What follows belongs to an exercise in optimizing a design on an open flow for small area, a short achievable clock period and few clock cycles per item; a production flow would make more cautious choices.
Only simulation tests tie the RTL to the original design; equivalence was not proved.

## before
==> flow/design.v <==
module key_expansion_engine (
    input  logic         clk,
    input  logic         rst,
    input  logic [127:0] key_in,
    input  logic         key_valid,
    output logic         key_ready,
    input  logic         abort,
    output logic [31:0]  rk_word,
    output logic [5:0]   rk_index,
    output logic [3:0]   rk_round,
    output logic         rk_valid,
    input  logic         rk_ready,
    output logic         rk_last,
    output logic         busy
);
    logic [31:0] s0, s1, s2, s3;
    logic [5:0]  idx;
    logic [3:0]  ph;        
    logic        busy_q;    
    logic        valid_q;   
    logic        ready_q;   
    logic        last_q;
    function automatic logic [7:0] sbox(input logic [7:0] a);
        logic U0, U1, U2, U3, U4, U5, U6, U7;
        logic T1, T2, T3, T4, T5, T6, T7, T8, T9, T10, T11, T12;
        logic T13, T14, T15, T16, T17, T18, T19, T20, T21, T22, T23, T24;
        logic T25, T26, T27;
        logic M1, M2, M3, M4, M5, M6, M7, M8, M9, M10, M11, M12;
        logic M13, M14, M15, M16, M17, M18, M19, M20, M21, M22, M23, M24;
        logic M25, M26, M27, M28, M29, M30, M31, M32, M33, M34, M35, M36;
        logic M37, M38, M39, M40, M41, M42, M43, M44, M45, M46, M47, M48;
        logic M49, M50, M51, M52, M53, M54, M55, M56, M57, M58, M59, M60;
        logic M61, M62, M63;
        logic L0, L1, L2, L3, L4, L5, L6, L7, L8, L9, L10, L11;
        logic L12, L13, L14, L15, L16, L17, L18, L19, L20, L21, L22, L23;
        logic L24, L25, L26, L27, L28, L29;
        logic S0, S1, S2, S3, S4, S5, S6, S7;
        {U0, U1, U2, U3, U4, U5, U6, U7} = a;
        T1 = U0 ^ U3;
        T2 = U0 ^ U5;
        T3 = U0 ^ U6;
        T4 = U3 ^ U5;
        T5 = U4 ^ U6;
        T6 = T1 ^ T5;
        T7 = U1 ^ U2;
        T8 = U7 ^ T6;
        T9 = U7 ^ T7;
        T10 = T6 ^ T7;
        T11 = U1 ^ U5;
        T12 = U2 ^ U5;
        T13 = T3 ^ T4;
        T14 = T6 ^ T11;
        T15 = T5 ^ T11;
        T16 = T5 ^ T12;
        T17 = T9 ^ T16;
        T18 = U3 ^ U7;
        T19 = T7 ^ T18;
        T20 = T1 ^ T19;
        T21 = U6 ^ U7;
        T22 = T7 ^ T21;
        T23 = T2 ^ T22;
        T24 = T2 ^ T10;
        T25 = T20 ^ T17;
        T26 = T3 ^ T16;
        T27 = T1 ^ T12;
        M1 = T13 & T6;
        M2 = T23 & T8;
        M3 = T14 ^ M1;
        M4 = T19 & U7;
        M5 = M4 ^ M1;
        M6 = T3 & T16;
        M7 = T22 & T9;
        M8 = T26 ^ M6;
        M9 = T20 & T17;
        M10 = M9 ^ M6;
        M11 = T1 & T15;
        M12 = T4 & T27;
        M13 = M12 ^ M11;
        M14 = T2 & T10;
        M15 = M14 ^ M11;
        M16 = M3 ^ M2;
        M17 = M5 ^ T24;
        M18 = M8 ^ M7;
        M19 = M10 ^ M15;
        M20 = M16 ^ M13;
        M21 = M17 ^ M15;
        M22 = M18 ^ M13;
        M23 = M19 ^ T25;
        M24 = M22 ^ M23;
        M25 = M22 & M20;
        M26 = M21 ^ M25;
        M27 = M20 ^ M21;
        M28 = M23 ^ M25;
        M29 = M28 & M27;
        M30 = M26 & M24;
        M31 = M20 & M23;
        M32 = M27 & M31;
        M33 = M27 ^ M25;
        M34 = M21 & M22;
        M35 = M24 & M34;
        M36 = M24 ^ M25;
        M37 = M21 ^ M29;
        M38 = M32 ^ M33;
        M39 = M23 ^ M30;
        M40 = M35 ^ M36;
        M41 = M38 ^ M40;
        M42 = M37 ^ M39;
        M43 = M37 ^ M38;
        M44 = M39 ^ M40;
        M45 = M42 ^ M41;
        M46 = M44 & T6;
        M47 = M40 & T8;
        M48 = M39 & U7;
        M49 = M43 & T16;
        M50 = M38 & T9;
        M51 = M37 & T17;
        M52 = M42 & T15;
        M53 = M45 & T27;
        M54 = M41 & T10;
        M55 = M44 & T13;
        M56 = M40 & T23;
        M57 = M39 & T19;
        M58 = M43 & T3;
        M59 = M38 & T22;
        M60 = M37 & T20;
        M61 = M42 & T1;
        M62 = M45 & T4;
        M63 = M41 & T2;
        L0 = M61 ^ M62;
        L1 = M50 ^ M56;
        L2 = M46 ^ M48;
        L3 = M47 ^ M55;
        L4 = M54 ^ M58;
        L5 = M49 ^ M61;
        L6 = M62 ^ L5;
        L7 = M46 ^ L3;
        L8 = M51 ^ M59;
        L9 = M52 ^ M53;
        L10 = M53 ^ L4;
        L11 = M60 ^ L2;
        L12 = M48 ^ M51;
        L13 = M50 ^ L0;
        L14 = M52 ^ M61;
        L15 = M55 ^ L1;
        L16 = M56 ^ L0;
        L17 = M57 ^ L1;
        L18 = M58 ^ L8;
        L19 = M63 ^ L4;
        L20 = L0 ^ L1;
        L21 = L1 ^ L7;
        L22 = L3 ^ L12;
        L23 = L18 ^ L2;
        L24 = L15 ^ L9;
        L25 = L6 ^ L10;
        L26 = L7 ^ L9;
        L27 = L8 ^ L10;
        L28 = L11 ^ L14;
        L29 = L11 ^ L17;
        S0 = L6 ^ L24;
        S1 = ~(L16 ^ L26);
        S2 = ~(L19 ^ L28);
        S3 = L6 ^ L21;
        S4 = L20 ^ L22;
        S5 = L25 ^ L29;
        S6 = ~(L13 ^ L27);
        S7 = ~(L6 ^ L23);
        sbox = {S0, S1, S2, S3, S4, S5, S6, S7};
    endfunction
    function automatic logic [7:0] rcon_of(input logic [3:0] r);
        case (r)
            4'd0:    rcon_of = 8'h01;
            4'd1:    rcon_of = 8'h02;
            4'd2:    rcon_of = 8'h04;
            4'd3:    rcon_of = 8'h08;
            4'd4:    rcon_of = 8'h10;
            4'd5:    rcon_of = 8'h20;
            4'd6:    rcon_of = 8'h40;
            4'd7:    rcon_of = 8'h80;
            4'd8:    rcon_of = 8'h1b;
            default: rcon_of = 8'h36;
        endcase
    endfunction
    logic [7:0]  sb_in, sb;
    logic [31:0] p1, p2, p3;
    always_comb begin
        sb_in = ({8{ph[0]}} & s3[23:16])
              | ({8{ph[1]}} & s2[15:8])
              | ({8{ph[2]}} & s1[7:0])
              | ({8{ph[3]}} & s0[31:24]);
        sb = sbox(sb_in);
    end
    assign p1 = s1 ^ s2;
    assign p2 = p1 ^ s3;
    assign p3 = p2 ^ s0;
    always_ff @(posedge clk) begin
        if (!busy_q) begin
            s0 <= key_in[127:96];
            s1 <= key_in[95:64];
            s2 <= key_in[63:32];
            s3 <= key_in[31:0];
        end else if (rk_ready) begin
            if (ph[3]) begin
                s0 <= s1 ^ {24'h0, sb};
                s1 <= p1 ^ {24'h0, sb};
                s2 <= p2 ^ {24'h0, sb};
                s3 <= p3 ^ {24'h0, sb};
            end else begin
                s0 <= s1;
                s1 <= ph[2] ? s2 ^ {16'h0, sb, 8'h0} : s2;
                s2 <= ph[1] ? s3 ^ {8'h0, sb, 16'h0} : s3;
                s3 <= ph[0] ? s0 ^ {sb ^ rcon_of(idx[5:2]), 24'h0} : s0;
            end
        end
    end
    always_ff @(posedge clk) begin
        if (rst || abort) begin
            busy_q  <= 1'b0;
            valid_q <= 1'b0;
            ready_q <= 1'b1;
            idx     <= 6'd0;
            ph      <= 4'b0001;
            last_q  <= 1'b0;
        end else if (!busy_q) begin
            busy_q  <= key_valid;
            valid_q <= key_valid;
            ready_q <= !key_valid;
            idx     <= 6'd0;
            ph      <= 4'b0001;
            last_q  <= 1'b0;
        end else if (rk_ready) begin
            if (last_q) begin
                busy_q  <= 1'b0;
                valid_q <= 1'b0;
                ready_q <= 1'b1;
            end
            idx    <= idx + 6'd1;
            ph     <= {ph[2:0], ph[3]};
            last_q <= (idx == 6'd42);
        end
    end
    assign key_ready = ready_q;
    assign busy      = valid_q;
    assign rk_valid  = valid_q;
    assign rk_word   = s0;
    assign rk_index  = idx;
    assign rk_round  = idx[5:2];
    assign rk_last   = last_q;
endmodule
Settings: LEC_CHECK=0, ABC_AREA=1, CAP_MARGIN=20, CORE_MARGIN=2, CORE_UTILIZATION=40, SLEW_MARGIN=20, TNS_END_PERCENT=0; clock period 18.0 ns.
standard.sh (not shown) runs the stock make flow with config.mk's settings and CLKGATE_MAP_FILE= SYNTH_SCRIPT=/design/flow/synth_recipe.tcl, a recipe that flattens the netlist after the stock synthesis.
==> flow/flow/run.sh <==
#!/bin/bash
# Standard ORFS layout (the standard.sh: standard synthesis, floorplan,
# power grid, placement, CTS, routing), with two changes to how it is made:
# the port buffers are buf_2 cells, and the resizer's timing repair aims for
# extra setup slack so that it sizes the critical paths. The SDC (clock
# period, I/O delays, loads) is the design's, unchanged.
set -euo pipefail
bash standard.sh \
  SETUP_SLACK_MARGIN=13.3 \
  "BUFFER_PORTS_ARGS=-buffer_cell sky130_fd_sc_hd__buf_2" \
  finish > make_finish.log 2>&1
before: PASS, flow complete, no timing, DRC or antenna violations
Testbench counts of before, summed over its fixed seeds: cycles 5,760, keys 128.
Input-level comparison between after and before:
- removing TNS_END_PERCENT (formerly 0)
==> flow/flow/run.sh <==
#!/bin/bash
# Standard ORFS layout (the standard.sh, standard synthesis), with two
# changes to how it is made: the port buffers are buf_2 cells, and the
# resizer's timing repair aims for extra setup slack so that it sizes the
# critical paths (the constraints and clock period are the design's).
set -euo pipefail
MARGIN=${MARGIN:-13}
bash standard.sh \
  SETUP_SLACK_MARGIN=$MARGIN \
  TNS_END_PERCENT=100 \
  "BUFFER_PORTS_ARGS=-buffer_cell sky130_fd_sc_hd__buf_2" \
  finish > make_finish.log 2>&1
Results
after finished every stage and its layout cleared the timing, design-rule and antenna checks.
As of after, global-route wire length before repair had fallen slightly compared to before.
Summary of after over before: final critical path time including I/O delays and setup went up, HPWL after detailed placement went down.
Taking before as the reference, in after count of clock-buffer cells in the layout rose by 1, wire length on met3 rose by 0.33%, met1 layer usage reported by global route fell by 1.1 points.

[port drivers added, routing unchanged]
The results above use ideal ports. As a check the final layouts listed here were re-extracted and re-timed, cells and wires unchanged.
Step 1: set_driving_cell puts a clkbuf_16 on clk and a buf_2 on each other input, an assumption about the parent block.
Step 2 moves the port delays by t, midway between the first and last clock arrival at a register: inputs arrive t later, outputs are due t later. That takes back most of the time a late clock gives input paths.
a / b / c = no drivers / after step 1 / after step 2; a / b = the first two.
run | shift t [ns] | setup WS [ns] | worst hold slack (ns)
before | 0.475 | 13.211 / 13.162 / 12.848 | 0.466 / 0.466 / 0.466
after | 0.477 | 13.071 / 13.102 / 12.625 | 0.450 / 0.450 / 0.450
After both steps every run listed still meets setup and hold. The setup slack of after, which loses most, moves by +0.031 ns with the drivers and by -0.446 ns with both steps.
